This design comes from an exercise in tuning for small area, a short achievable clock period and few clock cycles per item on the open sky130 flow, not from production work. At most, simulation tests tie the RTL to the original design; equivalence was not proved.

==> flow/design.v <==
module sm3_compress (
    input  logic         i_clk,
    input  logic         i_rst,
    input  logic         i_start,
    input  logic         i_first_block,
    input  logic         i_extend_valid,
    output logic [7:0]   o_rd_addr0,
    output logic [7:0]   o_rd_addr1,
    input  logic [31:0]  i_rd_data0,
    input  logic [31:0]  i_rd_data1,
    output logic         o_busy,
    output logic [255:0] o_hash,
    output logic         o_hash_valid
);
    localparam logic [255:0] InitVector = {
        32'h7380166F, 32'h4914B2B9, 32'h172442D7, 32'hDA8A0600,
        32'hA96F30BC, 32'h163138AA, 32'hE38DEE4D, 32'hB0FB0E4E
    };
    localparam logic [31:0] TjLow    = 32'h79CC4519;
    localparam logic [31:0] TjHigh16 = 32'h9D8A7A87;   
    function automatic logic [31:0] rotl(input logic [31:0] x, input logic [4:0] n);
        logic [63:0] t;
        t = {x, x} << n;
        rotl = t[63:32];
    endfunction
    function automatic logic [31:0] p0(input logic [31:0] x);
        p0 = x ^ rotl(x, 5'd9) ^ rotl(x, 5'd17);
    endfunction
    function automatic logic [31:0] add_bk(input logic [31:0] x, input logic [31:0] y);
        logic [31:0] g, p;
        g = x & y;
        p = x ^ y;
        for (int d = 1; d < 32; d = d * 2) begin
            for (int i = 2 * d - 1; i < 32; i = i + 2 * d) begin
                g[i] = g[i] | (p[i] & g[i-d]);
                p[i] = p[i] & p[i-d];
            end
        end
        for (int d = 8; d >= 1; d = d / 2) begin
            for (int i = 3 * d - 1; i < 32; i = i + 2 * d) begin
                g[i] = g[i] | (p[i] & g[i-d]);
                p[i] = p[i] & p[i-d];
            end
        end
        add_bk = (x ^ y) ^ {g[30:0], 1'b0};
    endfunction
    logic         busy_q, valid_q, have_q, iv_q, low_q;
    logic [5:0]   addr_q;                
    logic [31:0]  tp_q;                  
    logic [31:0]  a_q, b_q, c_q, d_q, e_q, f_q, g_q, h_q;
    logic [31:0]  w_q, wp_q;             
    logic [255:0] hash_q;
    logic         accept, last, iv_now;
    logic [255:0] base, next_state;
    assign iv_now = i_first_block | ~have_q;
    assign accept = ~i_rst & i_start & i_extend_valid & ~busy_q;
    assign last   = busy_q & (addr_q == 6'd0);
    assign base   = iv_now ? InitVector : hash_q;
    logic [31:0] a_rot12, x_s, x_c, ss1, ss2, ff, gg, y, z, tt1, tt2;
    always_comb begin
        a_rot12 = rotl(a_q, 5'd12);
        x_s     = a_rot12 ^ e_q ^ tp_q;
        x_c     = ((a_rot12 & e_q) | (a_rot12 & tp_q) | (e_q & tp_q)) << 1;
        ss1     = rotl(add_bk(x_s, x_c), 5'd7);
        ss2     = ss1 ^ a_rot12;
        if (low_q) begin
            ff = a_q ^ b_q ^ c_q;
            gg = e_q ^ f_q ^ g_q;
        end else begin
            ff = (a_q & b_q) | (a_q & c_q) | (b_q & c_q);
            gg = (e_q & f_q) | (~e_q & g_q);
        end
        y   = add_bk(ff ^ d_q ^ wp_q, ((ff & d_q) | (ff & wp_q) | (d_q & wp_q)) << 1);
        z   = add_bk(gg ^ h_q ^ w_q,  ((gg & h_q) | (gg & w_q)  | (h_q & w_q))  << 1);
        tt1 = add_bk(y, ss2);
        tt2 = add_bk(z, ss1);
        next_state = {tt1, a_q, rotl(b_q, 5'd9), c_q, p0(tt2), e_q, rotl(f_q, 5'd19), g_q};
    end
    always_ff @(posedge i_clk) begin
        if (!busy_q) {a_q, b_q, c_q, d_q, e_q, f_q, g_q, h_q} <= base;
        else         {a_q, b_q, c_q, d_q, e_q, f_q, g_q, h_q} <= next_state;
        w_q  <= i_rd_data0;
        wp_q <= i_rd_data1;
        if (!busy_q)             tp_q <= TjLow;
        else if (addr_q == 6'd16) tp_q <= TjHigh16;
        else                     tp_q <= rotl(tp_q, 5'd1);
        if (!busy_q)             low_q <= 1'b1;
        else if (addr_q == 6'd16) low_q <= 1'b0;
        if (!busy_q) iv_q <= iv_now;
    end
    always_ff @(posedge i_clk) begin
        if (i_rst) begin
            busy_q  <= 1'b0;
            valid_q <= 1'b0;
            have_q  <= 1'b0;
            addr_q  <= 6'd0;
        end else begin
            valid_q <= last;
            if (accept)    busy_q <= 1'b1;
            else if (last) busy_q <= 1'b0;
            if (last) have_q <= 1'b1;
            if (accept)                                           addr_q <= 6'd1;
            else if (busy_q && addr_q != 6'd0 && addr_q != 6'd63) addr_q <= addr_q + 6'd1;
            else                                                  addr_q <= 6'd0;
        end
    end
    logic         keep, set_iv, take;
    assign keep   = ~i_rst & ~(last & iv_q);
    assign set_iv = ~i_rst & last & iv_q;
    assign take   = ~i_rst & last;
    always_ff @(posedge i_clk) begin
        hash_q <= ((hash_q & {256{keep}}) | (InitVector & {256{set_iv}})) ^ (next_state & {256{take}});
    end
    assign o_rd_addr0   = {2'b00, addr_q};
    assign o_rd_addr1   = 8'd68 + {2'b00, addr_q};
    assign o_busy       = busy_q;
    assign o_hash       = hash_q;
    assign o_hash_valid = valid_q;
endmodule
==> flow/config.mk <==
export PLATFORM = sky130hd
export DESIGN_NAME = sm3_compress
export DESIGN_NICKNAME = sm3_compress
export VERILOG_FILES = /design/flow/design.v
export SDC_FILE = /design/flow/constraint.sdc
export NUM_CORES = 4
export LEC_CHECK = 0
export ABC_AREA = 1
export CAP_MARGIN = 10
export CORE_MARGIN = 2
export CORE_UTILIZATION = 45
export CTS_BUF_LIST = sky130_fd_sc_hd__clkbuf_4 sky130_fd_sc_hd__clkbuf_8
export SETUP_SLACK_MARGIN = 5
export SLEW_MARGIN = 10
==> flow/constraint.sdc <==
create_clock -name core_clock -period 10.0 [get_ports {i_clk}]
set_input_delay 2.0000 -clock core_clock [delete_from_list [all_inputs] [get_ports {i_clk}]]
set_output_delay 2.0000 -clock core_clock [all_outputs]
set_load 0.01 [all_outputs]
standard.sh (not shown) runs the stock make flow with config.mk's settings and CLKGATE_MAP_FILE= SYNTH_SCRIPT=/design/flow/synth_recipe.tcl, a recipe that flattens the netlist after the stock synthesis.
==> flow/flow/run.sh <==
#!/bin/bash
# Own layout flow: the standard layout (standard.sh) with extra make variables.
#  - flow/synth_vars: VAR=value lines used for the synthesis step only
#  - flow/extra_vars: VAR=value lines used for every step
#  - flow/abc.script: if present, replaces ORFS's abc_area.script for synthesis (through a copy
#    of ORFS's scripts folder in the work folder; nothing else in it changes)
# Each make run's full output goes to its own log file in the work folder.
set -euo pipefail
here="$(cd "$(dirname "${BASH_SOURCE[0]}")" && pwd)"
work="$(cd "$here/.." && pwd)"
cd "$work"
readvars() {
  local f="$1"
  [[ -f "$f" ]] || return 0
  while IFS= read -r line; do
    [[ -z "$line" || "$line" == \#* ]] && continue
    printf '%s\0' "$line"
  done < "$f"
}
extra=(); synth=()
while IFS= read -r -d '' v; do extra+=("$v"); done < <(readvars "$here/extra_vars")
while IFS= read -r -d '' v; do synth+=("$v"); done < <(readvars "$here/synth_vars")
if [[ -f "$here/abc.script" ]]; then
  rm -rf "$work/scripts_abc"
  cp -r "$FLOW_HOME/scripts" "$work/scripts_abc"
  cp "$here/abc.script" "$work/scripts_abc/abc_area.script"
  synth+=("SCRIPTS_DIR=$work/scripts_abc")
fi
{
  echo "synthesis variables: ${synth[*]:-none}"
  echo "extra variables: ${extra[*]:-none}"
} | tee "$work/run_sh.log"
bash "$work/standard.sh" "${extra[@]}" "${synth[@]}" synth > "$work/make_synth.log" 2>&1
echo "synthesis done" | tee -a "$work/run_sh.log"
bash "$work/standard.sh" "${extra[@]}" finish > "$work/make_finish.log" 2>&1
echo "layout done" | tee -a "$work/run_sh.log"
==> flow/flow/extra_vars <==
SETUP_SLACK_MARGIN=5.5
BUFFER_PORTS_ARGS=-buffer_cell sky130_fd_sc_hd__buf_1
==> flow/flow/synth_vars <==
ADDER_MAP_FILE=
==> next run, changes <==
--- a/flow/design.v
+++ b/flow/design.v
@@ -41,12 +41,30 @@
                 g[i] = g[i] | (p[i] & g[i-d]);
                 p[i] = p[i] & p[i-d];
             end
         end
         add_bk = (x ^ y) ^ {g[30:0], 1'b0};
     endfunction
+    function automatic logic [31:0] add_sk(input logic [31:0] x, input logic [31:0] y);
+        logic [31:0] g, p, gn, pn;
+        g = x & y;
+        p = x ^ y;
+        for (int d = 1; d < 32; d = d * 2) begin
+            gn = g;
+            pn = p;
+            for (int i = 0; i < 32; i++) begin
+                if ((i / d) % 2 == 1) begin
+                    gn[i] = g[i] | (p[i] & g[(i / d) * d - 1]);
+                    pn[i] = p[i] & p[(i / d) * d - 1];
+                end
+            end
+            g = gn;
+            p = pn;
+        end
+        add_sk = (x ^ y) ^ {g[30:0], 1'b0};
+    endfunction
     logic         busy_q, valid_q, have_q, iv_q, low_q;
     logic [5:0]   addr_q;                
     logic [31:0]  tp_q;                  
     logic [31:0]  a_q, b_q, c_q, d_q, e_q, f_q, g_q, h_q;
     logic [31:0]  w_q, wp_q;             
     logic [255:0] hash_q;
@@ -58,25 +76,25 @@
     assign base   = iv_now ? InitVector : hash_q;
     logic [31:0] a_rot12, x_s, x_c, ss1, ss2, ff, gg, y, z, tt1, tt2;
     always_comb begin
         a_rot12 = rotl(a_q, 5'd12);
         x_s     = a_rot12 ^ e_q ^ tp_q;
         x_c     = ((a_rot12 & e_q) | (a_rot12 & tp_q) | (e_q & tp_q)) << 1;
-        ss1     = rotl(add_bk(x_s, x_c), 5'd7);
+        ss1     = rotl(add_sk(x_s, x_c), 5'd7);
         ss2     = ss1 ^ a_rot12;
         if (low_q) begin
             ff = a_q ^ b_q ^ c_q;
             gg = e_q ^ f_q ^ g_q;
         end else begin
             ff = (a_q & b_q) | (a_q & c_q) | (b_q & c_q);
             gg = (e_q & f_q) | (~e_q & g_q);
         end
         y   = add_bk(ff ^ d_q ^ wp_q, ((ff & d_q) | (ff & wp_q) | (d_q & wp_q)) << 1);
         z   = add_bk(gg ^ h_q ^ w_q,  ((gg & h_q) | (gg & w_q)  | (h_q & w_q))  << 1);
-        tt1 = add_bk(y, ss2);
-        tt2 = add_bk(z, ss1);
+        tt1 = add_sk(y, ss2);
+        tt2 = add_sk(z, ss1);
         next_state = {tt1, a_q, rotl(b_q, 5'd9), c_q, p0(tt2), e_q, rotl(f_q, 5'd19), g_q};
     end
     always_ff @(posedge i_clk) begin
         if (!busy_q) {a_q, b_q, c_q, d_q, e_q, f_q, g_q, h_q} <= base;
         else         {a_q, b_q, c_q, d_q, e_q, f_q, g_q, h_q} <= next_state;
         w_q  <= i_rd_data0;
=>
- worst setup slack gains 0.041 ns
- die area climbs by 4.5%
- final cell count climbs by about 5%
- critical path depth climbs by 2
- worst hold slack gains 0.0051 ns
- non-clock buffer count drops by 70
- wire length climbs by about 1.1%
- global-route usage drops by 0.72 points
- final area drops by 1.1%
- count of clock-buffer cells in the layout climbs by 3
- synthesized area climbs by 4.5%
Testbench counts after the change, summed over its fixed seeds: cycles 24,968, blocks 384.
No functional check of the RTL was part of the first run of this note.

-- what the ideal ports hide --
The flow's constraints put no driver on any port. The routed layouts listed below were extracted and timed again, unchanged, in two steps. Step 1, drivers: a clkbuf_16 drives i_clk and a buf_2 each remaining input, both assumed. Step 2, shift: input delay + t, output delay - t, t = (earliest + latest rising clock arrival at the registers) / 2. This alone moves slack from input paths to output paths. Three values: ideal ports, drivers, drivers and shift; two values: the first two.
| run | t, ns | slack for setup (ns) | worst setup path at the end |
|---|---|---|---|
| the first run | 0.819 | 5.483 / 5.483 / 4.908 | input to register |
| the second run | 0.819 | 5.523 / 5.523 / 4.995 | input to register |
After both steps every run listed still meets setup and hold. For the first run, which loses most, drivers alone change the setup slack by 0.000 ns; drivers and shift together by -0.575 ns.
